Background: an optimization exercise with open tools, aiming at small area. Do not read the settings as production practice.
The RTL was checked by simulation tests, not by an equivalence proof against the original design.
Power figures rest on the tool's default switching activity, not on a simulated workload.

$ cat flow/design.v
module bp_aoi3 (
    input  logic [2:0] s,
    input  logic [2:0] d,
    output logic       y_n
);
    assign y_n = !((s[0] & d[0]) | (s[1] & d[1]) | (s[2] & d[2]));
endmodule
module bp_rd64 (
    input  logic [63:0] s,
    input  logic [63:0] d,
    output logic        y
);
    logic [21:0] g_n;
    for (genvar k = 0; k < 21; k++) begin : g
        bp_aoi3 u (.s(s[3*k+2:3*k]), .d(d[3*k+2:3*k]), .y_n(g_n[k]));
    end
    assign g_n[21] = !(s[63] & d[63]);
    assign y = !(&g_n);
endmodule
module branch_predictor #(
    parameter int ENTRIES = 64,
    parameter int TAG_W   = 8,
    parameter int GHR_W   = 6
) (
    input  logic             clk,
    input  logic             reset,
    input  logic [31:0]      IF_pc,
    output logic             pred_taken,
    output logic [31:0]      pred_target,
    output logic             pred_hit,
    output logic [GHR_W-1:0] pred_ghr,
    input  logic             upd_valid,
    input  logic [31:0]      upd_pc,
    input  logic             upd_taken,
    input  logic [31:0]      upd_target,
    input  logic             upd_is_cond,
    input  logic             upd_mispred,
    input  logic [GHR_W-1:0] upd_ghr,
    output logic [31:0]      mispred_cnt
);
    localparam int IDX_W = $clog2(ENTRIES);
    logic [ENTRIES-1:0] valid_r;
    logic [TAG_W-1:0]   tag_r     [ENTRIES];
    logic [31:0]        target_r  [ENTRIES];
    logic [ENTRIES-1:0] is_cond_r;
    logic [1:0]         ctr_r     [ENTRIES];
    logic [31:0]        mispred_cnt_r;
    logic [IDX_W-1:0]  if_idx_s, upd_idx_s;
    logic [TAG_W-1:0]  if_tag_s, upd_tag_s;
    logic [ENTRIES-1:0] if_sel_s, upd_sel_s;
    assign if_idx_s  = IF_pc[IDX_W+1:2];
    assign if_tag_s  = IF_pc[IDX_W+1+TAG_W:IDX_W+2];
    assign upd_idx_s = upd_pc[IDX_W+1:2];
    assign upd_tag_s = upd_pc[IDX_W+1+TAG_W:IDX_W+2];
    always_comb begin
        for (int i = 0; i < ENTRIES; i++) begin
            if_sel_s[i]  = (if_idx_s == IDX_W'(i));
            upd_sel_s[i] = (upd_idx_s == IDX_W'(i));
        end
    end
    logic [ENTRIES-1:0] tag_col    [TAG_W];
    logic [ENTRIES-1:0] target_col [32];
    logic [ENTRIES-1:0] ctr_col    [2];
    always_comb begin
        for (int i = 0; i < ENTRIES; i++) begin
            for (int b = 0; b < TAG_W; b++) tag_col[b][i] = tag_r[i][b];
            for (int b = 0; b < 32; b++)    target_col[b][i] = target_r[i][b];
            for (int b = 0; b < 2; b++)     ctr_col[b][i] = ctr_r[i][b];
        end
    end
    logic              rd_valid, rd_cond, rd_dir;
    logic [TAG_W-1:0]  rd_tag;
    logic [31:0]       rd_target;
    bp_rd64 u_rd_valid (.s(if_sel_s), .d(valid_r),    .y(rd_valid));
    bp_rd64 u_rd_cond  (.s(if_sel_s), .d(is_cond_r),  .y(rd_cond));
    bp_rd64 u_rd_dir   (.s(if_sel_s), .d(ctr_col[1]), .y(rd_dir));
    for (genvar b = 0; b < TAG_W; b++) begin : g_rd_tag
        bp_rd64 u (.s(if_sel_s), .d(tag_col[b]), .y(rd_tag[b]));
    end
    for (genvar b = 0; b < 32; b++) begin : g_rd_target
        bp_rd64 u (.s(if_sel_s), .d(target_col[b]), .y(rd_target[b]));
    end
    logic              ur_valid;
    logic [TAG_W-1:0]  ur_tag;
    logic [1:0]        ur_ctr;
    bp_rd64 u_ur_valid (.s(upd_sel_s), .d(valid_r), .y(ur_valid));
    for (genvar b = 0; b < TAG_W; b++) begin : g_ur_tag
        bp_rd64 u (.s(upd_sel_s), .d(tag_col[b]), .y(ur_tag[b]));
    end
    for (genvar b = 0; b < 2; b++) begin : g_ur_ctr
        bp_rd64 u (.s(upd_sel_s), .d(ctr_col[b]), .y(ur_ctr[b]));
    end
    logic hit_s, taken_s, upd_hit_s;
    logic [1:0] new_ctr_s;
    assign hit_s     = !reset && rd_valid && (rd_tag == if_tag_s);
    assign taken_s   = hit_s && (!rd_cond || rd_dir);
    assign upd_hit_s = ur_valid && (ur_tag == upd_tag_s);
    always_comb begin
        if (!upd_hit_s)     new_ctr_s = 2'b10;
        else if (upd_taken) new_ctr_s = (ur_ctr == 2'b11) ? 2'b11 : ur_ctr + 2'b01;
        else                new_ctr_s = (ur_ctr == 2'b00) ? 2'b00 : ur_ctr - 2'b01;
    end
    assign pred_hit    = hit_s;
    assign pred_taken  = taken_s;
    assign pred_target = taken_s ? rd_target : (IF_pc + 32'd4);
    assign pred_ghr    = {GHR_W{1'b0}};
    assign mispred_cnt = reset ? 32'd0 : mispred_cnt_r;
    logic wr_alloc, wr_state;
    assign wr_alloc = !reset && upd_valid && upd_taken;                  
    assign wr_state = !reset && upd_valid && (upd_taken || upd_hit_s);   
    always_ff @(posedge clk) begin
        if (reset) mispred_cnt_r <= 32'd0;
        else if (upd_valid && upd_mispred) mispred_cnt_r <= mispred_cnt_r + 32'd1;
    end
    always_ff @(posedge clk) begin
        for (int i = 0; i < ENTRIES; i++) begin
            if (reset) valid_r[i] <= 1'b0;
            else if (wr_alloc && upd_sel_s[i]) valid_r[i] <= 1'b1;
            if (wr_alloc && upd_sel_s[i]) begin
                tag_r[i]    <= upd_tag_s;
                target_r[i] <= upd_target;
            end
            if (wr_state && upd_sel_s[i]) begin
                is_cond_r[i] <= upd_is_cond;
                ctr_r[i]     <= new_ctr_s;
            end
        end
    end
endmodule
$ cat flow/config.mk
export PLATFORM = sky130hd
export DESIGN_NAME = branch_predictor
export DESIGN_NICKNAME = branch_predictor
export VERILOG_FILES = /design/flow/design.v
export SDC_FILE = /design/flow/constraint.sdc
export NUM_CORES = 4
export LEC_CHECK = 0
export CAP_MARGIN = 20
export CORE_MARGIN = 2
export CORE_UTILIZATION = 60
export CTS_BUF_LIST = sky130_fd_sc_hd__clkbuf_4 sky130_fd_sc_hd__clkbuf_8
export PLACE_DENSITY = 0.7
export SETUP_SLACK_MARGIN = 0.1
export SLEW_MARGIN = 20
export SYNTH_HIERARCHICAL = 1
export SYNTH_MINIMUM_KEEP_SIZE = 0
$ cat flow/run.sh
#!/bin/bash
# synth_recipe.tcl (not shown) runs the flow's synth.tcl, then flattens the netlist and writes it again
# the make line also repeats each setting of config.mk as NAME=value (left out here)
make -C /OpenROAD-flow-scripts/flow DESIGN_CONFIG=/design/flow/config.mk WORK_HOME=/design/flow/orfs CLKGATE_MAP_FILE= SYNTH_SCRIPT=/design/flow/synth_recipe.tcl finish
$ cat flow/constraint.sdc
create_clock -name core_clock -period 7.0 [get_ports {clk}]
set_input_delay 1.4000 -clock core_clock [delete_from_list [all_inputs] [get_ports {clk}]]
set_output_delay 1.4000 -clock core_clock [all_outputs]
set_load 0.01 [all_outputs]
==> results of run 1 <==
-- per-stage QoR --
stage | area, um2 | std cells
3_3_place_gp | 111000 | 8100
4_1_cts | 120000 | 8887
5_1_grt | 120000 | 8896
2_1_floorplan | 103000 | 5370
6_report | 120000 | 8897
3_5_place_dp | 111000 | 8102
-- Yosys stat by module, one instance, submodules excluded --
module	times used	cells inside	area [um2]
branch_predictor	1	3745	89000
bp_rd64	54	9	51.3
bp_aoi3	1134	1	10.0
-- power groups by stage --
stage / Combinational (W) / Clock [W] / Sequential, W
detailed placement: 0.00106 / 0 / 0.0191
floorplan: 0.000317 / 0 / 0.0191
global placement: 0.00104 / 0 / 0.0191
global route: 0.00112 / 0.0141 / 0.0187
CTS: 0.00107 / 0.0134 / 0.0187
finish: 0.00108 / 0.0133 / 0.0187
-- layout make-up --
class | count | area (um2)
antenna | 4 | 10.0
clock buffer | 598 | 7340
clock inverter | 177 | 1000
fill | 10620 | 50900
inverter | 72 | 274
multi-input combinational | 2385 | 19200
sequential | 2848 | 84600
tap | 2233 | 2790
timing repair buffer | 580 | 5100
-- cells by family (layout without fill, tap and decap cells) --
logic type / count (synthesis) / after routing / synth area share
AO/OA/AOI/OAI: 1282 / 1282 / 0.119
XOR/XNOR: 75 / 75 / 0.00637
adder cells (fa/ha/maj): 6 / 6 / 0.000704
buffers and inverters: 137 / 1427 / 0.00539
flip-flops: 2848 / 2848 / 0.820
multiplexers: 3 / 3 / 0.000328
other: 1 / 10 / 0.0000364
AND/OR/NAND/NOR: 1013 / 1013 / 0.0481
-- routing by layer --
| metal | part of all wire | up-vias |
|---|---|---|
| met5 | 0.00010 | - |
| met2 | 0.46 | 5721 |
| li1 | - | 26575 |
| met3 | 0.14 | 811 |
| met1 | 0.35 | 32221 |
| met4 | 0.057 | 4 |
-- registers in the layout (all words and copies together), names as in the netlist --
register	count
valid_r	64
tag_r	512
target_r	2048
ctr_r	128
is_cond_r	64
mispred_cnt_r	32
-- cell usage after synthesis, types with 2 or more instances --
master    number  area (um2)
a211oi_1      54         405
and2_1         7        43.8
nor4_1        59         369
xor2_1        53         464
clkbuf_1      52         195
a222oi_1    1134       11400
nor2b_1       37         231
nor2_1       338        1270
a21oi_1       91         455
buf_4          8        60.1
nor3_1        14        70.1
and3_1        11        68.8
ha_1           5        62.6
mux2_2         3        33.8
buf_2          2        10.0
dfxtp_1       96        1920
nand3_1       80         400
edfxtp_1    2752       82600
nor4_4         2        42.5
nand2_1      207         777
inv_1         72         270
nand4_1      236        1480
or2_2          3        18.8
and4_1         6        52.6
xnor2_1       22         193
nand2b_1       7        43.8
-- tightest hold or removal path: stages, from the launching register on --
cell and delay [ns]:
dfxtp_1 0.35, a21oi_1 0.05, nor2_1 0.07
-- worst max-delay path by stage --
stage	start	to	cells past startpoint	slack (ns)
6_report	IF_pc[3]	pred_target[3]	21	0.15
3_3_place_gp	IF_pc[2]	pred_target[2]	19	-0.52
5_1_grt	IF_pc[3]	pred_target[11]	23	0.09
4_1_cts	IF_pc[4]	pred_target[3]	21	0.14
2_1_floorplan	IF_pc[7]	pred_target[10]	15	0.26
3_5_place_dp	IF_pc[3]	pred_target[4]	20	-0.62
-- repair_timing --
item,CTS,global route
resized for setup,155,4
endpoints found under the setup margin,34,34
pin swaps,20,10
cloned,4,0
buffers inserted,6,1
-- placed cells by master, fill, tap and decap left out, types with 7 or more instances in the layout --
cell type / synthesis / final
bufinv_16: 0 / 9
buf_2: 2 / 44
xnor2_1: 22 / 22
dlygate4sd2_1: 0 / 13
buf_4: 8 / 399
a211oi_1: 54 / 54
nor3_1: 14 / 14
nor2_4: 0 / 130
nor2_2: 0 / 7
nor4_1: 59 / 52
clkbuf_4: 0 / 142
nand4_1: 236 / 236
a21oi_1: 91 / 88
clkinv_1: 0 / 108
clkbuf_8: 0 / 456
clkdlybuf4s50_1: 0 / 68
inv_1: 72 / 71
edfxtp_1: 2752 / 2752
and3_1: 11 / 11
clkinv_2: 0 / 53
nor4_2: 1 / 7
nand3_1: 80 / 78
xor2_1: 53 / 53
dfxtp_1: 96 / 96
a222oi_1: 1134 / 1134
nor2b_1: 37 / 37
nor2_1: 338 / 201
buf_12: 0 / 39
nand2_1: 207 / 201
==> run notes, run 1 <==
status=complete, no violations; CP Launch Type=input pin; post-route minimum period=6.85 ns; Hold Crit Start=valid_r[43]; per-cell routed wire length=33.3 um; Slowest Stage Delay on Critical Path=0.43 ns; share of the core filled with cells=0.703; PD cells=275 nW/um2; post-synthesis register bit count=2848; share of layout cells above drive strength 1=0.202; TritonRoute pass-1 iters=14; Seq/Total Area, Yosys=0.820; GR Layer Usage met1=0.467; R2R setup slack=3.22 ns; RSZ-0062 raised after global routing=no; R2R Path Start=tag_r[36][2]; Yosys warning total=19; Net Sw Frac=0.211; Port Buffer Count=149; Synth Area per Inst=19.2 um2; VDD IR max=0.336 mV; CP max stage cell=a222oi_1; DIE WIDTH=418 um; internal power component=0.0261 W; Worst-path clk slew=0.06 ns; Power Total=0.0331 W; CTS tree=done; Initial Utilization=0.602; Worst Tran Pin Value=1.13 ns; met3 Usage GRT=0.0640; CTS H-Tree Depth=5; critical path type=in2out; cell depth of the worst hold path=2; routability cong.=0.934; distinct cell type count after synthesis=40; DR iter-0 viols=15991; Data arrival, critical path=5.45 ns; worst r2r path cells=12; Final Skew=0.0489 ns; vias in the first global route=62908; Rows=152; EDFF count, synth=2752; NetSw=0.00697 W; Top-Level Pins=180; clock sink total=2848; vias per std cell=7.34; Worst Slack Setup Final=0.145 ns; mapped cell area=103000 um2; WL final=296000 um; synthesis-to-layout area growth=16.7%; initial antenna violation count=6; cell mode on critical path=buf_4; remaining global-route overflow=0; setup slack at placement=-0.618 ns; GRT Util Overall=0.333; worst-path cell chain=dlygate4sd2_1 -> buf_6 -> buf_4 -> ha_4 -> nand2_1 -> buf_4 -> buf_4 -> nor2_4 -> a222oi_1 -> nand4_1 -> nor4_2 -> buf_4 -> nand2_1 -> xor2_1 -> nor3_1 -> buf_4 -> o2111ai_4 -> buf_12 -> buf_16 -> mux2_4 -> buf_6; Reg power frac=0.566; final period utilization=0.979; WHS=0.503 ns; largest net degree at the start of global routing=69; Die ar.=175000 um2; Comb pwr share=0.033; remaining antenna violation count after routing=0; layer with the highest usage=met2; final-report max-slew violation count=0; Main synth FF type=edfxtp_1; Vias=65332; Worst Setup End Kind=primary output; Core Area=171000 um2; maximum operating frequency=146 MHz; worst-path maximum fanout=11; final HPWL from detailed placement=178000 um; CP bufs+invs=10; slew margin rel.=0.247; first-pass GRT wire length=423000 um; Nets=6442; DRC viols=0; Async SR Flop Fraction=0; met2 usage in global routing=0.505; Clk pwr share=0.401; Chip Height=418 um; final hold violation count=0; MaxCap Viol Count=0; Hold Crit Class=reg2reg; cells after synthesis=5365; Max clock buf depth=4; Final setup viols=0; worst endpoint required time=5.60 ns; Worst R2R End=is_cond_r[5]; largest delay contributor family on the critical path=buffers and inverters; CTS Buf Count=442; Skew-Pair Late Insertion Delay=1.07 ns; Pleak=39.0 nW; CTS root buffer=clkbuf_8; Post-Route Setup TNS=0 ns; Post-CTS Hold Buffers=0; WHS Endpoint=valid_r[43]
==> run 2: changes to the inputs <==
==> flow/config.mk (replaced) <==
export PLATFORM = sky130hd
export DESIGN_NAME = branch_predictor
export DESIGN_NICKNAME = branch_predictor
export VERILOG_FILES = /design/flow/design.v
export SDC_FILE = /design/flow/constraint.sdc
export NUM_CORES = 4
export LEC_CHECK = 0
export CAP_MARGIN = 20
export CORE_MARGIN = 2
export CORE_UTILIZATION = 70
export CTS_BUF_LIST = sky130_fd_sc_hd__clkbuf_16
export CTS_CLUSTER_DIAMETER = 60
export CTS_CLUSTER_SIZE = 30
export PLACE_DENSITY = 0.78
export SETUP_SLACK_MARGIN = 0.0
export SLEW_MARGIN = 20
export SYNTH_HIERARCHICAL = 1
export SYNTH_MINIMUM_KEEP_SIZE = 0
==> run 2 against run 1 <==
Net effect: wire length shrank 1.8%; total power shrank 9.7%; critical path type unchanged; non-clock buffer count grew 8; clock skew shrank 0.020 ns; largest cell class unchanged; first-iteration DRC count grew 12%; sequential share of layout area grew 2.1 points; the layout now fails its checks (setup timing); area after synthesis is the same; register-to-register slack gained 0.03 ns; worst setup slack lost 0.26 ns; maximum frequency shrank 3.6%; largest power group unchanged.
==> run notes, run 2 <==
synthesis-to-layout area growth=13.4%; Net Sw Frac=0.213; Worst Setup SP=IF_pc[6]; Synth area leaders=edfxtp_1, a222oi_1, dfxtp_1; routability cong.=0.983; DIE WIDTH=388 um; maximum operating frequency=141 MHz; Final Skew=0.0292 ns; most frequent cells after synthesis=edfxtp_1, a222oi_1, nor2_1; first-pass GRT wire length=411000 um; largest net degree at the start of global routing=77; R2R setup slack=3.25 ns; Initial Utilization=0.706; leading cell type in the layout, fill and taps excluded=edfxtp_1; initial antenna violation count=2; Hold Crit Class=reg2reg; GR Layer Usage met1=0.527; Comb pwr share=0.037; post-route minimum period=7.11 ns; Post-CTS Hold Buffers=0; Power Total=0.0299 W; slew margin rel.=0.228; worst-path maximum fanout=9; GRT Util Overall=0.377; Max clock buf depth=3; Vias=64593; Seq/Total Area, Yosys=0.820; VDD IR max=0.313 mV; layout check failures=setup timing; Main synth FF type=edfxtp_1; status=finished with violations; Worst-path clk slew=0.08 ns; Core Area=146000 um2; Top reg by flops=target_r; per-cell routed wire length=36.0 um; Worst Setup End Kind=primary output; MaxCap Viol Count=0; vias per std cell=8.00; Yosys warning total=19; final HPWL from detailed placement=177000 um; max reg flops=2048; Skew-Pair Late Insertion Delay=0.83 ns; NetSw=0.00637 W; post-synthesis register bit count=2848; Regs by FF count=target_r (2048), tag_r (512), ctr_r (128); CTS tree=done; EDFF count, synth=2752; met3 Usage GRT=0.0947; R2R Path Start=tag_r[45][2]; TritonRoute pass-1 iters=14; worst endpoint required time=5.60 ns; Worst Slack Setup Final=-0.111 ns; CTS Buf Count=146; layer with the highest usage=met2; RSZ-0062 raised after global routing=yes; Die ar.=150000 um2; share of the core filled with cells=0.801; CTS root buffer=clkbuf_16; DP Area=111000 um2; remaining antenna violation count after routing=0; Final setup viols=22; Hold Crit Start=valid_r[35]; most frequent cells in the layout=edfxtp_1, a222oi_1, buf_4; final hold violation count=0; share of layout cells above drive strength 1=0.155; DRC viols=0; final-report max-slew violation count=0; WL final=291000 um; Reg power frac=0.626; CTS H-Tree Depth=4; Synth Area per Inst=19.2 um2; Nets=6154; CP Launch Type=input pin; met2 usage in global routing=0.556; final period utilization=1.02; Rows=140; remaining global-route overflow=0; cells after synthesis=5365; Port Buffer Count=149; setup slack at placement=-0.454 ns; vias in the first global route=60859; distinct cell type count after synthesis=40; Chip Height=388 um; clock sink total=2848; Worst Tran Pin Value=1.15 ns; Async SR Flop Fraction=0; count leader, synth=edfxtp_1; Synth area leader=edfxtp_1; internal power component=0.0235 W; critical path type=in2out; Data arrival, critical path=5.71 ns; mapped cell area=103000 um2; Finished Cell Area=117000 um2; Clk pwr share=0.337; Yosys top cell area share=0.802; DR iter-0 viols=17922; Top-Level Pins=180; Pleak=37.1 nW; PD cells=255 nW/um2
==> run 2: cell counts after synthesis <==
No cell type changed its count.
==> run 2: final timing paths <==
kind / endpoint / cells after the start
worst min register to register: valid_r[35] / 2
worst max register to register: ctr_r[62][0] / 12
worst min-delay path: valid_r[35] / 2
worst max-delay path: pred_target[7] / 22
==> run 2: cell families after synthesis <==
kind of cell             synth area share
AO/OA/AOI/OAI                       0.119
XOR/XNOR                          0.00637
adder cells (fa/ha/maj)          0.000704
buffers and inverters             0.00539
flip-flops                          0.820
multiplexers                     0.000328
other                           0.0000364
AND/OR/NAND/NOR                    0.0481
==> run 2: layout make-up <==
type                    count  area [um2]
diodes                      1        2.50
clock buffers             153        3830
clock inverters           107        1220
fillers                  7176       29100
inverters                  72         278
multi-input cells        2385       19300
flip-flops and latches   2848       84600
well taps                1917        2400
repair buffers            588        5270
==> run 2: layer usage <==
metal,vias to the layer above,routed length [um]
met4,0,18200
met3,810,48700
met5,-,0
met2,6656,130000
met1,31302,94000
li1,25825,-
==> run 2: Yosys stat by module (local to each module, per instance) <==
| module | cells inside | cell area (um2) | flip-flops and latches | times used |
|---|---|---|---|---|
| bp_aoi3 | 1 | 10.0 | 0 | 1134 |
| branch_predictor | 3745 | 89000 | 2848 | 1 |
| bp_rd64 | 9 | 51.3 | 0 | 54 |
==> run 2: repair_timing <==
item | 4_1_cts | 5_1_grt
setup endpoints to repair | 33 | 32
pin swaps | 17 | 38
setup buffers | 2 | 44
gates resized for setup | 53 | 115
cloned | 0 | 5
==> run 2: power by group through the flow <==
stage	registers [W]	clock network (W)	logic [W]
2_1_floorplan	0.0191	0	0.000317
3_3_place_gp	0.0191	0	0.000992
3_5_place_dp	0.0191	0	0.00102
4_1_cts	0.0187	0.0101	0.00103
5_1_grt	0.0187	0.0106	0.00113
6_report	0.0187	0.0101	0.00110
==> run 2: critical path: stages <==
cell and delay, ns:
clkdlybuf4s50_1 0.47, buf_6 0.15, buf_6 0.13, or2_2 0.13, buf_12 0.15, nor2_4 0.09, a222oi_1 0.47, nand4_1 0.29
nor4_2 0.39, buf_4 0.17, nand2_1 0.05, xor2_1 0.18, nor4_2 0.28, buf_4 0.18, o2111ai_4 0.13, buf_12 0.19
buf_12 0.17, clkbuf_16 0.19, nor2_2 0.09, a21oi_1 0.05, buf_4 0.18, buf_4 0.15
==> run 2: metrics by stage <==
stage | std cells | setup TNS, ns | hold WS, ns
2_1_floorplan | 5370 | 0 | 0.456
3_3_place_gp | 7753 | -10.70 | 0.467
3_5_place_dp | 7754 | -12.53 | 0.481
4_1_cts | 8016 | -0.588 | 0.504
5_1_grt | 8070 | -2.14 | 0.536
6_report | 8071 | -1.28 | 0.510
==> run 3: changes to the inputs <==
--- a/flow/design.v
+++ b/flow/design.v
@@ -5,17 +5,51 @@
 );
     assign y_n = !((s[0] & d[0]) | (s[1] & d[1]) | (s[2] & d[2]));
 endmodule
+module bp_nand4 (
+    input  logic [3:0] a,
+    output logic       y
+);
+    assign y = !(&a);
+endmodule
+module bp_nor2 (
+    input  logic [1:0] a,
+    output logic       y_n
+);
+    assign y_n = !(|a);
+endmodule
 module bp_rd64 (
     input  logic [63:0] s,
     input  logic [63:0] d,
     output logic        y
 );
     logic [21:0] g_n;
+    logic [5:0]  h;
+    logic [2:0]  m_n;
     for (genvar k = 0; k < 21; k++) begin : g
         bp_aoi3 u (.s(s[3*k+2:3*k]), .d(d[3*k+2:3*k]), .y_n(g_n[k]));
     end
     assign g_n[21] = !(s[63] & d[63]);
-    assign y = !(&g_n);
+    for (genvar k = 0; k < 5; k++) begin : t1
+        bp_nand4 u (.a(g_n[4*k+3:4*k]), .y(h[k]));
+    end
+    assign h[5] = !(g_n[20] & g_n[21]);
+    for (genvar k = 0; k < 3; k++) begin : t2
+        bp_nor2 u (.a(h[2*k+1:2*k]), .y_n(m_n[k]));
+    end
+    assign y = !(&m_n);
+endmodule
+module bp_dec6 (
+    input  logic [5:0]  a,
+    output logic [63:0] y
+);
+    logic [7:0] lo, hi;
+    always_comb begin
+        for (int k = 0; k < 8; k++) begin
+            lo[k] = (a[2:0] == 3'(k));
+            hi[k] = (a[5:3] == 3'(k));
+        end
+        for (int i = 0; i < 64; i++) y[i] = hi[i / 8] & lo[i % 8];
+    end
 endmodule
 module branch_predictor #(
     parameter int ENTRIES = 64,
@@ -52,12 +86,8 @@
     assign if_tag_s  = IF_pc[IDX_W+1+TAG_W:IDX_W+2];
     assign upd_idx_s = upd_pc[IDX_W+1:2];
     assign upd_tag_s = upd_pc[IDX_W+1+TAG_W:IDX_W+2];
-    always_comb begin
-        for (int i = 0; i < ENTRIES; i++) begin
-            if_sel_s[i]  = (if_idx_s == IDX_W'(i));
-            upd_sel_s[i] = (upd_idx_s == IDX_W'(i));
-        end
-    end
+    bp_dec6 u_if_dec  (.a(if_idx_s),  .y(if_sel_s));
+    bp_dec6 u_upd_dec (.a(upd_idx_s), .y(upd_sel_s));
     logic [ENTRIES-1:0] tag_col    [TAG_W];
     logic [ENTRIES-1:0] target_col [32];
     logic [ENTRIES-1:0] ctr_col    [2];
==> flow/flow/run.sh (new file) <==
#!/bin/bash
# The standard layout, with plain buffers on the ports and no CTS dummy loads.
set -euo pipefail
export BUFFER_PORTS_ARGS="-buffer_cell sky130_fd_sc_hd__buf_2"
export CTS_ARGS="-sink_clustering_enable -repair_clock_nets -dont_use_dummy_load -sink_clustering_size 30 -sink_clustering_max_diameter 60 -buf_list sky130_fd_sc_hd__clkbuf_16"
bash standard.sh > standard_flow.log 2>&1
==> flow/standard.sh (new file) <==
#!/bin/bash
# synth_recipe.tcl (not shown) runs the flow's synth.tcl, then flattens the netlist and writes it again
# the make line also repeats each setting of config.mk as NAME=value (left out here)
make -C /OpenROAD-flow-scripts/flow DESIGN_CONFIG=/design/flow/config.mk WORK_HOME=/design/flow/orfs CLKGATE_MAP_FILE= SYNTH_SCRIPT=/design/flow/synth_recipe.tcl "${@:-finish}"
--- a/flow/config.mk
+++ b/flow/config.mk
@@ -7,12 +7,12 @@
 export LEC_CHECK = 0
 export CAP_MARGIN = 20
 export CORE_MARGIN = 2
-export CORE_UTILIZATION = 70
+export CORE_UTILIZATION = 65
 export CTS_BUF_LIST = sky130_fd_sc_hd__clkbuf_16
 export CTS_CLUSTER_DIAMETER = 60
 export CTS_CLUSTER_SIZE = 30
-export PLACE_DENSITY = 0.78
-export SETUP_SLACK_MARGIN = 0.0
+export PLACE_DENSITY = 0.75
+export SETUP_SLACK_MARGIN = 0.15
 export SLEW_MARGIN = 20
 export SYNTH_HIERARCHICAL = 1
 export SYNTH_MINIMUM_KEEP_SIZE = 0
removed: flow/run.sh
==> run 3 against run 2 <==
Net effect: total power down 5.4%; combinational power down 12%; die area up 8.2%; critical endpoint is now pred_target[10]; critical path type unchanged; the run now finishes clean; first-iteration DRC count down 0.24%; sequential cell count unchanged; via count down 2.0%.
==> run notes, run 3 <==
status=complete, no violations; CP Launch Type=input pin; Main synth FF type=edfxtp_1; VDD IR max=0.226 mV; post-synthesis simple-gate area fraction=0.0576; DR iter-0 viols=17879; Top reg by flops=target_r; post-synthesis xor/xnor area fraction=0.00598; TritonRoute pass-1 iters=13; cells after synthesis=5355; distinct cell type count after synthesis=47; leading cell type in the layout, fill and taps excluded=edfxtp_1; Final setup viols=0; CTS H-Tree Depth=4; first-pass GRT wire length=409000 um; vias in the first global route=59627; CTS tree=done; final hold violation count=0; Initial Utilization=0.655; Post-Route Setup TNS=0 ns; synthesis-to-layout area growth=9.56%; proportion of synthesized area in mux cells=0.000977; Data arrival, critical path=5.48 ns; worst-path cell chain=buf_4 -> buf_4 -> nand4b_1 -> nor2_4 -> a222oi_1 -> nand4_1 -> nor2_2 -> nand3_1 -> xnor2_1 -> nand2_1 -> or4_4 -> buf_4 -> nor2_1 -> a21oi_1 -> buf_2; DRC viols=0; largest net degree at the start of global routing=108; per-cell routed wire length=36.3 um; count leader, synth=edfxtp_1; clock sink total=2848; maximum operating frequency=145 MHz; cell mode on critical path=buf_4; EDFF count, synth=2752; Synth Area per Inst=19.4 um2; largest family of logic cells by synthesized area=compound AO/OA/AOI/OAI gates; final-report max-slew violation count=0; Compound-Gate Fraction of Synth Area=0.116; CP max stage cell=or4_4; Worst Slack Setup Final=0.115 ns; final HPWL from detailed placement=181000 um; RSZ-0062 raised after global routing=yes; Worst-path clk slew=0.07 ns; Async SR Flop Fraction=0; Pleak=35.5 nW; vias per std cell=7.95; cell depth of the worst hold path=2; Nets=6000; Rows=146; remaining antenna violation count after routing=0; worst endpoint required time=5.60 ns; routability cong.=0.960; Post-CTS Hold Buffers=0; Core Area=158000 um2; Chip Height=403 um; Placed Cells=7788; WHS Endpoint=valid_r[40]; Yosys top cell area share=0.797; DP Area=110000 um2; WL final=289000 um; initial antenna violation count=7; Hold Crit Class=reg2reg; slew margin rel.=0.154; most frequent cells in the layout=edfxtp_1, a222oi_1, nor2_1; Port Buffer Count=149; Vias=63314; Final Skew=0.0769 ns; Post-Synth Adder-Cell Area=0.000338; Worst Tran Pin Value=1.26 ns; PD cells=249 nW/um2; Slowest Stage Delay on Critical Path=0.79 ns; Finished Cell Area=114000 um2; Max clock buf depth=3; worst r2r path cells=11; Die ar.=163000 um2; DIE WIDTH=403 um; Regs by FF count=target_r (2048), tag_r (512), ctr_r (128); Yosys warning total=20; share of layout cells above drive strength 1=0.131; remaining global-route overflow=0; mapped cell area=104000 um2; # fillers=9389; CTS Buf Count=147; Synth area leaders=edfxtp_1, a222oi_1, dfxtp_1; Top-Level Pins=180; worst-path maximum fanout=15; Post-Layout Cell Count=7965; Worst R2R End=ctr_r[35][0]; most frequent cells after synthesis=edfxtp_1, a222oi_1, nor2_1; MaxCap Viol Count=0; Seq/Total Area, Yosys=0.815; Hold Crit Start=valid_r[40]; share of the core filled with cells=0.717; critical path type=in2out; setup slack at placement=0.0796 ns; max reg flops=2048; largest delay contributor family on the critical path=simple AND/OR/NAND/NOR gates; post-route minimum period=6.88 ns; Synth area leader=edfxtp_1; Skew-Pair Late Insertion Delay=0.81 ns; CTS root buffer=clkbuf_16; final period utilization=0.984; R2R setup slack=3.37 ns; GRT Util Overall=0.349; Worst Setup End Kind=primary output; post-synthesis register bit count=2848; R2R Path Start=tag_r[54][4]; CP bufs+invs=4
## run 3: cell types whose count changed after synthesis, moves of 12 or more
cell       delta
xnor2_1      +14
and2_1      +125
xor2_1       -20
nand4_1      +58
inv_1        -64
a21bo_1      +54
nand4bb_1    +12
nor4_1       -56
a211oi_1     -54
a21oi_1      -62
nand2_1     -183
nor2_1      +147
## run 3: routing by layer
layer  routed length (um)  GRT usage
met1                98200      0.505
met2               129000      0.512
met4                16700      0.169
met5                   27          0
met3                45800     0.0783
## run 3: power breakdown
| part | internal (W) | switching, W | leakage [nW] | total [W] |
|---|---|---|---|---|
| Sequential | 0.0187 | 0.0000124 | 25.8 | 0.0187 |
| Clock | 0.00374 | 0.00485 | 1.81 | 0.00860 |
| Combinational | 0.000227 | 0.000740 | 7.90 | 0.000968 |
## run 3: per-module statistics from Yosys, one instance, submodules excluded
module,times used,cell area [um2],cells,flip-flops and latches
bp_aoi3,1134,10.0,1,0
bp_dec6,2,469,95,0
branch_predictor,1,88300,3491,2848
bp_nor2,162,3.75,1,0
bp_nand4,270,6.26,1,0
bp_rd64,54,15.0,2,0
## run 3: how the worst max path moves through the flow
| stage | start | to | cells after the start |
|---|---|---|---|
| floorplan | IF_pc[7] | pred_target[11] | 15 |
| global placement | IF_pc[6] | pred_target[4] | 17 |
| detailed placement | IF_pc[6] | pred_target[5] | 15 |
| CTS | IF_pc[5] | pred_target[5] | 17 |
| global route | IF_pc[7] | pred_target[5] | 17 |
| finish | IF_pc[5] | pred_target[10] | 15 |
## run 3: worst min-delay path, stage by stage (launching register included)
cell and delay, ns:
dfxtp_1 0.32, nor2_1 0.10, nor2_1 0.04
## run 3: area by class of cell
cell class              count  area, um2  share of cell area
diodes                      5       12.5            0.000110
clock buffers             147       3680              0.0324
multi-input cells        2439      19500               0.171
flip-flops and latches   2848      84600               0.744
well taps                2072       2590              0.0228
inverters                   8       30.0            0.000264
repair buffers            446       3270              0.0288
## run 3: cells by family after synthesis
logic type               Yosys count
AO/OA/AOI/OAI                   1221
AND/OR/NAND/NOR                 1131
adder cells (fa/ha/maj)            3
multiplexers                       8
flip-flops                      2848
buffers and inverters             73
XOR/XNOR                          70
other                              1
## run 3: metrics by stage
step / power (W) / hold WS [ns]
2_1_floorplan: 0.0194 / 0.461
3_3_place_gp: 0.0200 / 0.470
3_5_place_dp: 0.0200 / 0.489
4_1_cts: 0.0282 / 0.504
5_1_grt: 0.0288 / 0.524
6_report: 0.0283 / 0.505
## run 3: what timing repair did
item,4_1_cts,5_1_grt
setup buffers,1,19
pin swaps,0,8
endpoints found under the hold margin,0,0
resized for setup,4,13
setup endpoints to repair,13,32
==> run 4: changes to the inputs <==
--- a/flow/config.mk
+++ b/flow/config.mk
@@ -7,11 +7,11 @@
 export LEC_CHECK = 0
 export CAP_MARGIN = 20
 export CORE_MARGIN = 2
-export CORE_UTILIZATION = 65
+export CORE_UTILIZATION = 60
 export CTS_BUF_LIST = sky130_fd_sc_hd__clkbuf_16
 export CTS_CLUSTER_DIAMETER = 60
 export CTS_CLUSTER_SIZE = 30
-export PLACE_DENSITY = 0.75
+export PLACE_DENSITY = 0.7
 export SETUP_SLACK_MARGIN = 0.15
 export SLEW_MARGIN = 20
 export SYNTH_HIERARCHICAL = 1
==> run 4 against run 3 <==
Net effect: combinational power rose by 8%; clock power rose by 3.6%; wire length rose by 8.5%; via count rose by 0.85%; clock-buffer cell count rose by 8; worst setup slack improved by 0.13 ns; first-iteration DRC count rose by 0.95%; sequential power barely moved; clock skew fell by 0.0035 ns; still clean; utilization fell by 5.3 points; cell area rose by 0.44%.
==> run notes, run 4 <==
WHS=0.499 ns; most frequent cells in the layout=edfxtp_1, a222oi_1, nor2_1; max reg flops=2048; Worst Setup End Kind=primary output; share of layout cells above drive strength 1=0.135; initial antenna violation count=20; PD cells=251 nW/um2; distinct cell type count after synthesis=47; internal power component=0.0228 W; Hold Crit Start=valid_r[28]; TritonRoute pass-1 iters=17; EDFF count, synth=2752; Pleak=35.7 nW; Core Area=172000 um2; post-route minimum period=6.75 ns; final-report max-slew violation count=0; cells after synthesis=5355; DP Area=110000 um2; Max clock buf depth=3; Worst Tran Pin Value=1.28 ns; Initial Utilization=0.604; # fillers=11267; layer with the highest usage=met2; per-cell routed wire length=38.1 um; Data arrival, critical path=5.35 ns; Nets=6036; Reg power frac=0.652; CTS Buf Count=155; Main synth FF type=edfxtp_1; R2R Path Start=tag_r[21][5]; GR Layer Usage met1=0.501; DRC viols=0; Post-CTS Hold Buffers=0; synthesis-to-layout area growth=10.0%; met3 Usage GRT=0.0742; vias per std cell=7.75; worst r2r path cells=11; CP Capture Point=pred_target[6]; DIE WIDTH=420 um; Die ar.=176000 um2; Clk pwr share=0.311; Vias=63855; Synth Area per Inst=19.4 um2; slew margin rel.=0.141; MaxCap Viol Count=0; Async SR Flop Fraction=0; Port Buffer Count=149; met2 usage in global routing=0.526; remaining antenna violation count after routing=0; status=complete, no violations; CTS root buffer=clkbuf_16; maximum operating frequency=148 MHz; Net Sw Frac=0.202; most frequent cells after synthesis=edfxtp_1, a222oi_1, nor2_1; Comb pwr share=0.037; critical path type=in2out; Yosys top cell area share=0.797; Post-Route Setup TNS=0 ns; Final setup viols=0; Chip Height=420 um; DR iter-0 viols=18049; Skew-Pair Late Insertion Delay=0.84 ns; count leader, synth=edfxtp_1; Top reg by flops=target_r; worst endpoint required time=5.60 ns; vias in the first global route=59884; Post-Layout Cell Count=8242; final period utilization=0.964; Synth area leaders=edfxtp_1, a222oi_1, dfxtp_1; VDD IR max=0.267 mV; Rows=152; Finished Cell Area=114000 um2; remaining global-route overflow=0; first-pass GRT wire length=438000 um; routability cong.=0.946; Seq/Total Area, Yosys=0.815; CTS H-Tree Depth=4; RSZ-0062 raised after global routing=no; WL final=314000 um; Yosys warning total=20; NetSw=0.00580 W; final HPWL from detailed placement=190000 um; Regs by FF count=target_r (2048), tag_r (512), ctr_r (128); worst-path maximum fanout=30; Power Total=0.0286 W; Top-Level Pins=180; Worst Setup SP=IF_pc[6]; GRT Util Overall=0.353; clock sink total=2848; final hold violation count=0; Synth area leader=edfxtp_1; R2R setup slack=2.99 ns; Placed Cells=8072; Final Skew=0.0734 ns; CP Launch Type=input pin; largest net degree at the start of global routing=73; cell depth of the worst hold path=2; post-synthesis register bit count=2848; Worst-path clk slew=0.06 ns; Hold Crit Class=reg2reg; leading cell type in the layout, fill and taps excluded=edfxtp_1; mapped cell area=104000 um2; Worst R2R End=is_cond_r[18]; CTS tree=done
==> run 4: cells by family after synthesis <==
| family | after synthesis | share of synthesized area |
|---|---|---|
| DFF | 2848 | 0.815 |
| AOI/OAI and AO/OA | 1221 | 0.116 |
| and+or+nand+nor | 1131 | 0.0576 |
| buffers and inverters | 73 | 0.00327 |
| xor gates and xnor gates | 70 | 0.00598 |
| muxes | 8 | 0.000977 |
| adders and majority gates | 3 | 0.000338 |
| other | 1 | 0.0000362 |
==> run 4: area by class of cell <==
type | instances | area [um2] | share of cell area
antenna | 8 | 20.0 | 0.000175
timing repair buffer | 474 | 3300 | 0.0289
tap | 2310 | 2890 | 0.0253
multi-input combinational | 2439 | 19400 | 0.170
sequential | 2848 | 84600 | 0.741
inverter | 8 | 30.0 | 0.000263
clock buffer | 155 | 3880 | 0.0340
==> run 4: metal layers <==
metal,vias to the layer above,wire length (um),part of all wire
li1,25480,-,-
met1,31919,109000,0.35
met2,5727,141000,0.45
met3,719,46400,0.15
met4,10,18000,0.057
met5,-,67,0.00021
==> run 4: what timing repair did <==
action	in CTS	in global routing
buffers inserted	0	7
pin swaps	0	2
resized for setup	3	3
setup endpoints to repair	7	32
==> run 4: through the flow <==
| step | util | setup slack [ns] |
|---|---|---|
| 3_5_place_dp | 0.641 | -0.106 |
| 5_1_grt | 0.664 | 0.152 |
| 4_1_cts | 0.664 | 0.167 |
| 2_1_floorplan | - | 0.281 |
| 6_report | 0.664 | 0.249 |
| 3_3_place_gp | 0.641 | -0.0665 |
==> run 4: power groups by stage <==
stage	registers [W]	clock network [W]	logic (W)
floorplan	0.0191	0	0.000323
global placement	0.0191	0	0.000994
detailed placement	0.0191	0	0.00102
CTS	0.0187	0.00894	0.00102
global route	0.0187	0.00946	0.00107
finish	0.0187	0.00891	0.00105
==> run 4: worst min-delay path by stage <==
stage                     slack (ns)           to
after detailed placement        0.48  valid_r[28]
after global placement          0.47   valid_r[3]
after floorplan                 0.46   valid_r[0]
final                           0.50  valid_r[28]
after global routing            0.51  valid_r[16]
after CTS                       0.50  valid_r[28]
==> run 4: critical path: stages <==
cell	delay (ns)
buf_2	0.36
nand4b_1	0.33
buf_4	0.23
nor2_4	0.09
buf_4	0.20
a222oi_1	0.40
nand4_1	0.26
nor2_1	0.33
nand3_1	0.15
xnor2_1	0.24
nand2_1	0.10
nor4_2	0.31
nand2b_2	0.12
buf_12	0.21
a21oi_2	0.36
buf_2	0.21
==> run 4: Yosys stat by module (local to each module, per instance) <==
module,area (um2),cells inside,copies in the design,flip-flops and latches
bp_dec6,469,95,2,0
branch_predictor,88300,3491,1,2848
bp_nor2,3.75,1,162,0
bp_aoi3,10.0,1,1134,0
bp_nand4,6.26,1,270,0
bp_rd64,15.0,2,54,0
==> run 5: changes to the inputs <==
==> flow/flow/run.sh (replaced) <==
#!/bin/bash
# The standard layout, with plain buffers on the ports and no CTS dummy loads.
set -euo pipefail
export BUFFER_PORTS_ARGS="-buffer_cell sky130_fd_sc_hd__buf_2"
export CTS_ARGS="-sink_clustering_enable -repair_clock_nets -dont_use_dummy_load -sink_clustering_size 18 -sink_clustering_max_diameter 55 -buf_list sky130_fd_sc_hd__clkbuf_8"
bash standard.sh > standard_flow.log 2>&1
--- a/flow/config.mk
+++ b/flow/config.mk
@@ -8,9 +8,9 @@
 export CAP_MARGIN = 20
 export CORE_MARGIN = 2
 export CORE_UTILIZATION = 60
-export CTS_BUF_LIST = sky130_fd_sc_hd__clkbuf_16
-export CTS_CLUSTER_DIAMETER = 60
-export CTS_CLUSTER_SIZE = 30
+export CTS_BUF_LIST = sky130_fd_sc_hd__clkbuf_8
+export CTS_CLUSTER_DIAMETER = 55
+export CTS_CLUSTER_SIZE = 18
 export PLACE_DENSITY = 0.7
 export SETUP_SLACK_MARGIN = 0.15
 export SLEW_MARGIN = 20
==> run 5 against run 4 <==
Net effect: cell area decreased by 1.0%; still clean on timing, DRC and antenna; sequential cell count unchanged; clock-buffer cell count rose by 39; clock power is 18% lower; global-route usage barely moved; combinational power about the same; maximum frequency shrank 0.75%.
==> run notes, run 5 <==
status=complete, no violations; VDD IR max=0.207 mV; GR Layer Usage met1=0.497; leading cell type in the layout, fill and taps excluded=edfxtp_1; Placed Cells=8072; Die ar.=176000 um2; routability cong.=0.946; final period utilization=0.972; Yosys warning total=20; DIE WIDTH=420 um; Regs by FF count=target_r (2048), tag_r (512), ctr_r (128); Post-CTS Hold Buffers=0; met3 Usage GRT=0.0781; Worst Setup End Kind=primary output; clock sink total=2848; layer with the highest usage=met2; critical path type=in2out; maximum operating frequency=147 MHz; DRC viols=0; Rows=152; RSZ-0062 raised after global routing=no; Port Buffer Count=149; Initial Utilization=0.604; final-report max-slew violation count=0; Pleak=35.2 nW; share of the core filled with cells=0.658; synthesis-to-layout area growth=8.90%; most frequent cells in the layout=edfxtp_1, a222oi_1, nor2_1; CTS Buf Count=194; cell depth of the worst hold path=2; Synth area leaders=edfxtp_1, a222oi_1, dfxtp_1; met2 usage in global routing=0.525; Final setup viols=0; WL final=314000 um; Worst-path clk slew=0.07 ns; Top-Level Pins=180; worst r2r path cells=11; remaining global-route overflow=0; Data arrival, critical path=5.40 ns; Top reg by flops=target_r; Core Area=172000 um2; PD cells=240 nW/um2; first-pass GRT wire length=439000 um; # fillers=11426; Max clock buf depth=3; post-route minimum period=6.80 ns; share of layout cells above drive strength 1=0.141; TritonRoute pass-1 iters=15; worst-path maximum fanout=31; Post-Layout Cell Count=8287; Final Skew=0.119 ns; count leader, synth=edfxtp_1; Seq/Total Area, Yosys=0.815; Async SR Flop Fraction=0; Synth area leader=edfxtp_1; initial antenna violation count=24; mapped cell area=104000 um2; CTS root buffer=clkbuf_8; WHS=0.503 ns; vias in the first global route=60243; largest net degree at the start of global routing=73; EDFF count, synth=2752; remaining antenna violation count after routing=0; most frequent cells after synthesis=edfxtp_1, a222oi_1, nor2_1; Main synth FF type=edfxtp_1; MaxCap Viol Count=0; CTS H-Tree Depth=4; worst endpoint required time=5.60 ns; max reg flops=2048; Vias=63891; slew margin rel.=0.187; final HPWL from detailed placement=190000 um; Power Total=0.0271 W; Skew-Pair Late Insertion Delay=1.00 ns; DR iter-0 viols=17100; Yosys top cell area share=0.797; Nets=6076; CP Launch Type=input pin; cells after synthesis=5355; distinct cell type count after synthesis=47; GRT Util Overall=0.354; Chip Height=420 um; vias per std cell=7.71; Hold Crit Class=reg2reg; Synth Area per Inst=19.4 um2; post-synthesis register bit count=2848; per-cell routed wire length=37.9 um; Worst Tran Pin Value=1.22 ns; CTS tree=done; final hold violation count=0
-- run 5: cell counts after synthesis --
Identical to the previous run, type by type.
-- run 5: cell families (layout without fill, tap and decap cells) --
| group | count (synthesis) | in the layout | synth area share |
|---|---|---|---|
| other cells | 1 | 19 | 0.0000362 |
| buf+inv | 73 | 677 | 0.00327 |
| xor+xnor | 70 | 70 | 0.00598 |
| flops | 2848 | 2848 | 0.815 |
| mux | 8 | 8 | 0.000977 |
| compound gates | 1221 | 1221 | 0.116 |
| simple gates | 1131 | 1131 | 0.0576 |
| fa+ha+maj | 3 | 3 | 0.000338 |
-- run 5: final cells by class --
class / count / area [um2] / share of cell area
sequential: 2848 / 84600 / 0.749
tap: 2310 / 2890 / 0.0256
timing repair buffer: 475 / 3320 / 0.0294
clock buffer: 194 / 2670 / 0.0236
antenna: 13 / 32.5 / 0.000288
inverter: 8 / 30.0 / 0.000266
multi-input combinational: 2439 / 19400 / 0.172
-- run 5: power by group --
group	total (W)	internal [W]	switching (W)
logic	0.00105	0.000232	0.000821
registers	0.0187	0.0187	0.0000120
clock network	0.00733	0.00248	0.00486
total	0.0271	0.0214	0.00569
-- run 5: path summary, 6_finish.rpt --
check | from | end | slack [ns]
max | IF_pc[6] | pred_target[9] | 0.20
min | valid_r[16] | valid_r[16] | 0.50
max reg2reg | tag_r[9][6] | is_cond_r[39] | 3.00
min reg2reg | valid_r[16] | valid_r[16] | 0.50
-- run 5: metal layers --
layer	vias up	share of wire	routed length, um
met5	-	0.00023	73
met4	12	0.059	18500
met3	713	0.15	46600
met2	5788	0.45	141000
met1	31871	0.35	109000
li1	25507	-	-
-- run 5: per-stage QoR --
stage	area (um2)	setup TNS [ns]	setup slack, ns
6_report	113000	0	0.198
4_1_cts	113000	0	0.173
3_5_place_dp	110000	-0.155	-0.106
5_1_grt	113000	0	0.150
2_1_floorplan	104000	0	0.281
3_3_place_gp	110000	-0.129	-0.0665
-- run 5: worst max-delay path: stages --
cell      delay (ns)
buf_2           0.35
nand4b_1        0.49
buf_4           0.34
nor2_4          0.46
a222oi_1        0.24
nand4_1         0.26
nor2_1          0.11
nand3_1         0.09
nor2b_1         0.22
nand4_1         0.13
or4_4           0.50
buf_12          0.19
nor2_1          0.17
a21oi_1         0.07
buf_4           0.15
buf_2           0.13
-- run 5: Yosys stat by module, one instance, submodules excluded --
| module | cells | times used | area [um2] | flip-flops and latches |
|---|---|---|---|---|
| bp_nand4 | 1 | 270 | 6.26 | 0 |
| bp_dec6 | 95 | 2 | 469 | 0 |
| bp_aoi3 | 1 | 1134 | 10.0 | 0 |
| bp_rd64 | 2 | 54 | 15.0 | 0 |
| branch_predictor | 3491 | 1 | 88300 | 2848 |
| bp_nor2 | 1 | 162 | 3.75 | 0 |
-- run 5: what timing repair did --
action / CTS / global route
buffers inserted: 0 / 7
pin swaps: 0 / 2
endpoints found under the setup margin: 7 / 16
hold endpoints to repair: 0 / 0
resized for setup: 3 / 2
gates cloned: 0 / 0
==> run 6: changes to the inputs <==
--- a/flow/design.v
+++ b/flow/design.v
@@ -5,38 +5,17 @@
 );
     assign y_n = !((s[0] & d[0]) | (s[1] & d[1]) | (s[2] & d[2]));
 endmodule
-module bp_nand4 (
-    input  logic [3:0] a,
-    output logic       y
-);
-    assign y = !(&a);
-endmodule
-module bp_nor2 (
-    input  logic [1:0] a,
-    output logic       y_n
-);
-    assign y_n = !(|a);
-endmodule
 module bp_rd64 (
     input  logic [63:0] s,
     input  logic [63:0] d,
     output logic        y
 );
     logic [21:0] g_n;
-    logic [5:0]  h;
-    logic [2:0]  m_n;
     for (genvar k = 0; k < 21; k++) begin : g
         bp_aoi3 u (.s(s[3*k+2:3*k]), .d(d[3*k+2:3*k]), .y_n(g_n[k]));
     end
     assign g_n[21] = !(s[63] & d[63]);
-    for (genvar k = 0; k < 5; k++) begin : t1
-        bp_nand4 u (.a(g_n[4*k+3:4*k]), .y(h[k]));
-    end
-    assign h[5] = !(g_n[20] & g_n[21]);
-    for (genvar k = 0; k < 3; k++) begin : t2
-        bp_nor2 u (.a(h[2*k+1:2*k]), .y_n(m_n[k]));
-    end
-    assign y = !(&m_n);
+    assign y = !(&g_n);
 endmodule
 module bp_dec6 (
     input  logic [5:0]  a,
==> run 6 against run 5 <==
Net effect: wire length down 11%; synthesized cell count fell by 1.0%; still clean on timing, DRC and antenna; die area fell by 0.32%; critical endpoint is now pred_target[1]; clock-buffer cell count did not move; highest routed layer unchanged; non-clock buffer count decreased by 34.
==> run notes, run 6 <==
status=complete, no violations; worst-path cell chain=buf_2 -> buf_4 -> nand4b_1 -> nor2_4 -> buf_4 -> a222oi_1 -> nand4_1 -> nor4_1 -> buf_4 -> nand2_1 -> xnor2_2 -> nand4_1 -> or4_4 -> buf_12 -> mux2_4 -> buf_2; largest net degree at the start of global routing=84; CP Launch Type=input pin; CTS H-Tree Depth=4; count leader, synth=edfxtp_1; maximum operating frequency=148 MHz; synthesis-to-layout area growth=8.82%; MaxCap Viol Count=0; VDD IR max=0.215 mV; Yosys top cell area share=0.800; final HPWL from detailed placement=173000 um; Chip Height=419 um; Worst Tran Pin Value=1.20 ns; mapped cell area=103000 um2; Synth Area per Inst=19.5 um2; Vias=61634; Core Area=171000 um2; slew margin rel.=0.200; Max clock buf depth=3; Synth area leaders=edfxtp_1, a222oi_1, dfxtp_1; Hold Crit Class=reg2reg; DR iter-0 viols=15418; clock sink total=2848; Skew-Pair Late Insertion Delay=1.01 ns; per-cell routed wire length=34.3 um; worst-path maximum fanout=25; CTS root buffer=clkbuf_8; Die ar.=176000 um2; vias per std cell=7.52; Slowest Stage Delay on Critical Path=0.52 ns; first-pass GRT wire length=402000 um; post-synthesis register bit count=2848; Final setup viols=0; Synth area leader=edfxtp_1; distinct cell type count after synthesis=47; Pleak=34.7 nW; most frequent cells after synthesis=edfxtp_1, a222oi_1, nor2_1; remaining antenna violation count after routing=0; post-route minimum period=6.74 ns; Power Total=0.0270 W; share of layout cells above drive strength 1=0.138; Port Buffer Count=149; Seq/Total Area, Yosys=0.818; EDFF count, synth=2752; Rows=152; leading cell type in the layout, fill and taps excluded=edfxtp_1; PD cells=240 nW/um2; max reg flops=2048; TritonRoute pass-1 iters=13; largest delay contributor family on the critical path=simple AND/OR/NAND/NOR gates; final period utilization=0.963; Nets=5988; remaining global-route overflow=0; CTS tree=done; CTS Buf Count=194; routability cong.=0.942; WHS=0.505 ns; DP Area=110000 um2; Final Skew=0.0952 ns; worst endpoint required time=5.60 ns; most frequent cells in the layout=edfxtp_1, a222oi_1, buf_4; final-report max-slew violation count=0; metal2 WL=129000 um; Async SR Flop Fraction=0; GRT Util Overall=0.316; Top-Level Pins=180; Worst-path clk slew=0.07 ns; cells after synthesis=5301; critical path type=in2out; RSZ-0062 raised after global routing=no; R2R setup slack=3.01 ns; final hold violation count=0; max layer used=met5; Top reg by flops=target_r; Main synth FF type=edfxtp_1; DIE WIDTH=419 um; Yosys warning total=20; Met1 Wirelength=101000 um; DRC viols=0; CP max stage cell=or4_4; Regs by FF count=target_r (2048), tag_r (512), ctr_r (128); Data arrival, critical path=5.34 ns; WL final=281000 um; vias in the first global route=58809; CP bufs+invs=6; wire length on met3=35500 um; initial antenna violation count=5; Initial Utilization=0.603; cell mode on critical path=buf_4; Worst Setup End Kind=primary output; Finished Cell Area=112000 um2
[run 6: cell types whose count changed in the layout (fill, tap and decap cells not counted), sizes merged, moves of 54 or more]
| cell | before | now |
|---|---|---|
| nor2 | 485 | 323 |
| nand2 | 24 | 132 |
| a211oi | 0 | 54 |
| a21bo | 54 | 0 |
| nand4 | 297 | 243 |
| nor4 | 14 | 68 |
[run 6: kinds of logic (layout without fill, tap and decap cells)]
group,Yosys count,after routing,synth area share
other cells,1,14,0.0000363
buf+inv,73,643,0.00328
fa+ha+maj,3,3,0.000339
xor+xnor,70,70,0.00600
mux,8,8,0.000980
simple gates,1077,1077,0.0558
compound gates,1221,1221,0.115
flops,2848,2848,0.818
[run 6: modules after synthesis, one instance, submodules excluded]
module            flip-flops and latches  cells inside  copies in the design
bp_dec6                                0            95                     2
branch_predictor                    2848          3491                     1
bp_rd64                                0             9                    54
bp_aoi3                                0             1                  1134
[run 6: repair_timing]
action | 4_1_cts | 5_1_grt
setup endpoints to repair | 28 | 33
hold endpoints to repair | 0 | 0
buffers inserted | 0 | 4
pin swaps | 0 | 5
resized for setup | 4 | 6
hold buffers | 0 | 0
[run 6: stage by stage]
step,std cells,TNS [ns],utilization,setup WS (ns)
after global placement,7986,0,0.640,0.0533
after floorplan,5306,0,-,0.232
after CTS,8180,0,0.655,0.122
after detailed placement,7986,-0.00880,0.640,-0.00880
final,8194,0,0.656,0.258
after global routing,8191,0,0.656,0.136
[run 6: power by group]
group	switching, W	leakage, nW	internal, W
clock	0.00480	1.39	0.00248
combinational	0.000739	7.55	0.000252
sequential	0.0000117	25.8	0.0187
[run 6: worst register-to-register path: stages, from the launching register on]
cell	delay (ns)
edfxtp_1	0.41
a222oi_1	0.49
nand4_1	0.36
nor4_1	0.84
nand2_1	0.14
xor2_1	0.18
nor4_1	0.28
buf_4	0.19
o211a_2	0.20
buf_12	0.26
and2_1	0.28
[run 6: cell type report]
class | instances | area (um2)
multi-input combinational | 2385 | 19100
sequential | 2848 | 84600
clock buffer | 194 | 2670
tap | 2310 | 2890
fill | 11453 | 58900
timing repair buffer | 441 | 3160
inverter | 8 | 30.0
antenna | 8 | 20.0
[run 6: path summary, 6_finish.rpt]
check,cells past startpoint,startpoint,endpoint
worst max-delay path,16,IF_pc[2],pred_target[1]
worst min-delay path,2,mispred_cnt_r[1],mispred_cnt_r[1]
worst min register to register,2,mispred_cnt_r[1],mispred_cnt_r[1]
worst max register to register,10,tag_r[3][7],ctr_r[25][1]
[run 6: routing by layer]
layer / up-vias / GRT usage
met2: 4833 / 0.481
li1: 25338 / -
met5: - / 0
met4: 2 / 0.161
met3: 609 / 0.0507
met1: 30852 / 0.450
==> run 7: changes to the inputs <==
--- a/flow/config.mk
+++ b/flow/config.mk
@@ -5,7 +5,7 @@
 export SDC_FILE = /design/flow/constraint.sdc
 export NUM_CORES = 4
 export LEC_CHECK = 0
-export CAP_MARGIN = 20
+export CAP_MARGIN = 10
 export CORE_MARGIN = 2
 export CORE_UTILIZATION = 60
 export CTS_BUF_LIST = sky130_fd_sc_hd__clkbuf_8
@@ -13,6 +13,6 @@
 export CTS_CLUSTER_SIZE = 18
 export PLACE_DENSITY = 0.7
 export SETUP_SLACK_MARGIN = 0.15
-export SLEW_MARGIN = 20
+export SLEW_MARGIN = 10
 export SYNTH_HIERARCHICAL = 1
 export SYNTH_MINIMUM_KEEP_SIZE = 0
==> run 7 against run 6 <==
Net effect: largest cell class unchanged; highest routed layer unchanged; clock skew is 0.024 ns lower; still clean on timing, DRC and antenna; maximum frequency is 0.63% lower; global-route usage hardly changed.
==> run notes, run 7 <==
status=complete, no violations; RSZ-0062 raised after global routing=no; worst endpoint required time=5.60 ns; CTS Buf Count=194; CP bufs+invs=6; mapped cell area=103000 um2; per-cell routed wire length=34.4 um; R2R Path Start=tag_r[57][0]; setup slack at placement=0.00825 ns; final-report max-slew violation count=0; Core Area=171000 um2; post-route minimum period=6.78 ns; Rows=152; Synth area leader=edfxtp_1; Synth Area per Inst=19.5 um2; GRT Util Overall=0.316; Data arrival, critical path=5.38 ns; Die ar.=176000 um2; Yosys warning total=20; CP max stage cell=nor4_2; Slowest Stage Delay on Critical Path=0.48 ns; post-synthesis register bit count=2848; clock sink total=2848; Pleak=34.8 nW; worst r2r path cells=11; Hold Crit Class=reg2reg; Worst Setup SP=IF_pc[5]; first-pass GRT wire length=401000 um; PD cells=240 nW/um2; largest delay contributor family on the critical path=simple AND/OR/NAND/NOR gates; Top-Level Pins=180; Worst Slack Setup Final=0.215 ns; Skew-Pair Late Insertion Delay=0.98 ns; remaining global-route overflow=0; TritonRoute pass-1 iters=14; vias in the first global route=58703; Port Buffer Count=149; Initial Utilization=0.603; Worst R2R End=ctr_r[25][1]; Worst-path clk slew=0.07 ns; Worst Setup End Kind=primary output; MaxCap Viol Count=0; Chip Height=419 um; CTS root buffer=clkbuf_8; DP Area=110000 um2; VDD IR max=0.220 mV; Nets=5990; R2R setup slack=2.96 ns; DR iter-0 viols=15561; Synth area leaders=edfxtp_1, a222oi_1, dfxtp_1; Post-Route Setup TNS=0 ns; synthesis-to-layout area growth=8.79%; maximum operating frequency=147 MHz; most frequent cells after synthesis=edfxtp_1, a222oi_1, nor2_1; final HPWL from detailed placement=173000 um; Seq/Total Area, Yosys=0.818; count leader, synth=edfxtp_1; WP depth=17; worst-path maximum fanout=21; Final setup viols=0; CTS H-Tree Depth=4; Worst Tran Pin Value=1.33 ns; Async SR Flop Fraction=0; Yosys top cell area share=0.800; Vias=61662; remaining antenna violation count after routing=0; critical path type=in2out; most frequent cells in the layout=edfxtp_1, a222oi_1, buf_4; Final Skew=0.0717 ns; Regs by FF count=target_r (2048), tag_r (512), ctr_r (128); Top reg by flops=target_r; CP Capture Point=pred_target[25]; vias per std cell=7.53; final hold violation count=0; # fillers=11435; routability cong.=0.942; Finished Cell Area=112000 um2; leading cell type in the layout, fill and taps excluded=edfxtp_1; slew margin rel.=0.113; max reg flops=2048; CTS tree=done; worst-path cell chain=clkbuf_4 -> nand4bb_1 -> buf_4 -> nor2_4 -> a222oi_1 -> nand4_1 -> nor4_2 -> buf_4 -> nand2_1 -> xnor2_1 -> nand3_1 -> nor4_4 -> nand2b_1 -> buf_4 -> buf_4 -> a21oi_1 -> buf_2; WL final=282000 um; share of layout cells above drive strength 1=0.137; DIE WIDTH=419 um; initial antenna violation count=4; cells after synthesis=5301; CP Launch Type=input pin; largest net degree at the start of global routing=84; distinct cell type count after synthesis=47; DRC viols=0; EDFF count, synth=2752; final period utilization=0.969; Max clock buf depth=3; cell mode on critical path=buf_4; Main synth FF type=edfxtp_1
-- run 7: changes by cell type in the layout (fill, tap and decap cells not counted), sizes merged --
cell / delta
diode: -2
clkbuf: +1
buf: +1
-- run 7: power breakdown --
part           leakage, nW  switching (W)  internal (W)
clock                 1.39        0.00482       0.00248
combinational         7.56       0.000740      0.000250
sequential            25.8      0.0000117        0.0187
-- run 7: worst min-delay path by stage --
stage,startpoint,endpoint,slack [ns],depth (start not counted)
5_1_grt,valid_r[37],valid_r[37],0.53,2
4_1_cts,valid_r[32],valid_r[32],0.50,2
6_report,mispred_cnt_r[1],mispred_cnt_r[1],0.51,2
3_3_place_gp,valid_r[30],valid_r[30],0.47,2
3_5_place_dp,valid_r[26],valid_r[26],0.48,2
2_1_floorplan,valid_r[0],valid_r[0],0.46,2
-- run 7: through the flow --
| stage | std cells | hold WS [ns] | util | power [W] |
|---|---|---|---|---|
| finish | 8194 | 0.506 | 0.656 | 0.0270 |
| global route | 8189 | 0.530 | 0.656 | 0.0276 |
| global placement | 7986 | 0.470 | 0.640 | 0.0200 |
| CTS | 8181 | 0.502 | 0.655 | 0.0270 |
| floorplan | 5306 | 0.461 | - | 0.0194 |
| detailed placement | 7986 | 0.485 | 0.640 | 0.0200 |
-- run 7: area by class of cell --
| type | count | area [um2] | area share |
|---|---|---|---|
| timing repair buffer | 443 | 3160 | 0.0281 |
| antenna | 6 | 15.0 | 0.000134 |
| multi-input combinational | 2385 | 19100 | 0.170 |
| clock buffer | 194 | 2670 | 0.0237 |
| tap | 2310 | 2890 | 0.0257 |
| inverter | 8 | 30.0 | 0.000267 |
| sequential | 2848 | 84600 | 0.752 |
-- run 7: logic make-up after synthesis --
family	Yosys count	share of synthesized area
mux	8	0.000980
compound gates	1221	0.115
other cells	1	0.0000363
xor+xnor	70	0.00600
simple gates	1077	0.0558
fa+ha+maj	3	0.000339
buf+inv	73	0.00328
flops	2848	0.818
-- run 7: repair_timing --
item	CTS	global route
gates cloned	0	0
endpoints found under the setup margin	28	32
resized for setup	4	10
pin swaps	0	4
setup buffers	1	5
hold buffers	0	0
-- run 7: worst reg2reg max path: cells and delay by family, from the launching register on --
family	cells	cell delay, ns
buf+inv	2	0.45
simple gates	6	1.83
xor+xnor	1	0.22
compound gates	2	0.74
flops	1	0.43
-- run 7: layer usage --
metal	GRT usage	up-vias	routed length, um
met1	0.449	30940	101000
li1	-	25336	-
met2	0.486	4778	130000
met5	0	-	11
met3	0.0503	606	35500
met4	0.150	2	15100
-- run 7: modules after synthesis (local to each module, per instance) --
module	area (um2)	cells inside	flip-flops and latches	copies in the design
bp_aoi3	10.0	1	0	1134
bp_rd64	51.3	9	0	54
bp_dec6	469	95	0	2
branch_predictor	88300	3491	2848	1

[static timing again, ports no longer ideal]
The flow's constraints put no driver on any port. The routed layouts listed below were extracted and timed again, unchanged, in two steps.
Step 1 (the two cells are an assumption about what drives the block):
set clk [get_ports {clk}]
set_driving_cell -lib_cell sky130_fd_sc_hd__clkbuf_16 $clk
set_driving_cell -lib_cell sky130_fd_sc_hd__buf_2 [delete_from_list [all_inputs] $clk]
Step 2 adds t to the input delays and takes it off the output delays; t is the mean of the earliest and latest rising clock arrival at the registers after step 1. Input paths then give back, and output paths get back, about the clock's delay inside the block.
Slacks: ideal / step 1 / step 2; pairs: ideal / step 1.
run | shift t [ns] | setup WS [ns] | hold slack, ns
run 1 | 1.150 | 0.145 / -0.015 / -0.015 | 0.503 / 0.503 / 0.503
run 2 | 0.902 | -0.111 / -0.139 / -0.139 | 0.510 / 0.510 / 0.510
run 3 | 0.861 | 0.115 / 0.051 / 0.051 | 0.505 / 0.505 / 0.505
run 4 | 0.894 | 0.249 / 0.127 / 0.127 | 0.499 / 0.499 / 0.499
run 5 | 1.030 | 0.198 / 0.073 / 0.073 | 0.503 / 0.503 / 0.503
run 6 | 1.044 | 0.258 / 0.159 / 0.159 | 0.505 / 0.505 / 0.505
run 7 | 1.046 | 0.215 / 0.113 / 0.113 | 0.506 / 0.506 / 0.506
Met with ideal ports but missed after step 2: setup timing in run 1. The setup slack of run 1, which loses most, moves by -0.160 ns with the drivers and by -0.160 ns with both steps.
